This is an optimization exercise on Yosys and OpenROAD, whose aim is small area and a short achievable clock period, not a production implementation. Function was checked by simulation only, so behaviour that the tests miss may differ from the original. Power is estimated from default activity; no workload was simulated.

## pepper
## arrmul
module arrmul (
  input  logic         clk,
  input  logic         reset,
  input  logic [0:127] reg_A,
  input  logic [0:127] reg_B,
  input  logic [0:1]   ctrl_ww,
  input  logic [0:4]   alu_op,
  output logic [0:127] result
);
Size: roughly 3600 cells after synthesis, ~130 flip-flops, about 390 I/O pins, ~0.035 sq mm of cells after synthesis.
export LEC_CHECK = 0
export CAP_MARGIN = 20
export CORE_MARGIN = 2
export CORE_UTILIZATION = 40
export SLEW_MARGIN = 20
export SYNTH_HIERARCHICAL = 1
create_clock -name core_clock -period 15.0 [get_ports {clk}]
standard.sh (not shown) runs the stock make flow with config.mk's settings and CLKGATE_MAP_FILE= SYNTH_SCRIPT=/design/flow/synth_recipe.tcl, a recipe that flattens the netlist after the stock synthesis.
==> flow/flow/run.sh <==
#!/bin/bash
# Standard ORFS layout with extra make settings from flow/make_args.txt (one VAR=value per
# line): the port buffers' cell and timing-repair margins. make's full output goes to make.log.
set -euo pipefail
args=()
while IFS= read -r line; do
  [[ -z "$line" || "$line" == \#* ]] && continue
  args+=("$line")
done < flow/make_args.txt
bash standard.sh "${args[@]}" finish > make.log 2>&1
==> flow/flow/make_args.txt <==
BUFFER_PORTS_ARGS=-buffer_cell sky130_fd_sc_hd__buf_1
SETUP_SLACK_MARGIN=6
Inputs modified between pepper and sierra:
==> flow/flow/make_args.txt <==
BUFFER_PORTS_ARGS=-buffer_cell sky130_fd_sc_hd__buf_1
SETUP_SLACK_MARGIN=7
==> run notes <==
pepper -> sierra: number of vias in the routed layout increased by a little under 10%
Row count of fill cells added during filler insertion: sierra lower / pepper higher
Against pepper, the final cell area of sierra is higher.
HPWL after detailed placement: sierra > pepper
Compared with pepper, wire length in sierra increased by more than 10%.
Of pepper and sierra, the lower shortest period the worst path allows belongs to sierra.
Diff pepper and sierra: reported net switching power lower in pepper
Status: gate count of the mapped netlist parity (pepper, sierra)
Higher share of the final layout cell area in sequential cells among pepper and sierra: pepper
Input-level comparison between maple and sierra:
==> flow/flow/make_args.txt <==
BUFFER_PORTS_ARGS=-buffer_cell sky130_fd_sc_hd__buf_1
SETUP_SLACK_MARGIN=5
## What came out
Layout overhead on the synthesized area on maple is down relative to sierra.
maple: longest individual stage delay on the worst path 0.12 ns above sierra
Per the comparison of maple with sierra, final critical-path setup slack shrank by 1.32 ns, utilization -7.2 points, count of non-filler cells in the finished layout now sits lower, wire length shows a reduction of about 14%, measured slew at the worst slew-check pin essentially unchanged.
Compared with sierra, maple is more frugal on power.
Against sierra as the reference, maple delivers a lower met2 global-route usage.


## before
Another version of the RTL of arrmul (not shown whole).
Size in the first run: ~130 flip-flops, about 390 I/O pins.
clock: 15.0 ns
lec_check: 0
cap_margin: 20
core_margin: 2
core_utilization: 40
slew_margin: 20
synth_hierarchical: 1
==> flow/flow/make_args.txt <==
BUFFER_PORTS_ARGS=-buffer_cell sky130_fd_sc_hd__buf_1
SETUP_SLACK_MARGIN=5
Scripts as last shown in full above: flow/flow/run.sh
before finished all stages; the layout is clean.
### before -> after
==> flow/run.sh (new file) <==
#!/bin/bash
# synth_recipe.tcl (not shown) runs the flow's synth.tcl, then flattens the netlist and writes it again
# the make line also repeats each setting of config.mk as NAME=value (left out here)
make -C /OpenROAD-flow-scripts/flow DESIGN_CONFIG=/design/flow/config.mk WORK_HOME=/design/flow/orfs CLKGATE_MAP_FILE= SYNTH_SCRIPT=/design/flow/synth_recipe.tcl finish
removed: flow/flow/run.sh
removed: flow/flow/make_args.txt
removed: flow/standard.sh
### Flow results
- Re ratio of cells with drive above 1 in the final layout: after is 0.33 points down on before.
- The routing usage on met3 of after falls short of that of before by 0.97 points.
- The higher number of clock buffers in the layout came out of before.
- Cells: after has fewer instances than before
- Diff before -> after | cell area after layout | increase of about 6%
- Note that the power per cell area recorded for after amounts to 1.05 times the value seen in before.
- Row final total power: after higher / before lower
- Between before and after, the area of the multi-input gates does not differ in any meaningful way.
- STATUS worst max-slew margin expressed relative to the limit: after loses against before

[separate check: timing with driven ports]
The flow's constraints put no driver on any port. The routed layouts listed below were extracted and timed again, unchanged, in two steps. Step 1 assumes that a clkbuf_16 drives the clock port and a buf_2 every other input. Step 2 moves the port delays by t, midway between the first and last clock arrival at a register: inputs arrive t later, outputs are due t later. That takes back most of the time a late clock gives input paths. a / b / c = ideal / step 1 / step 2; a / b = the first two.
| run | shift t [ns] | slack for setup (ns) | worst setup path at the end | slew at the worst register clock pin (ns) | pins driven straight from the clock port |
|---|---|---|---|---|---|
| pepper | 0.558 | 6.151 / 6.037 / 5.479 | input to register | 0.08 / 0.08 | 1 |
| sierra | 0.572 | 6.578 / 6.437 / 5.865 | input to register | 0.08 / 0.08 | 1 |
| maple | 0.565 | 5.255 / 5.294 / 4.729 | input to register | 0.08 / 0.08 | 1 |
| before | 0.590 | 5.261 / 5.286 / 4.696 | input to register | 0.07 / 0.07 | 1 |
| after | 0.595 | 4.772 / 4.818 / 4.223 | input to register | 0.08 / 0.08 | 1 |
After both steps setup and hold are still met in every run listed. For sierra, which loses most, drivers alone change the setup slack by -0.141 ns; drivers and shift together by -0.713 ns.
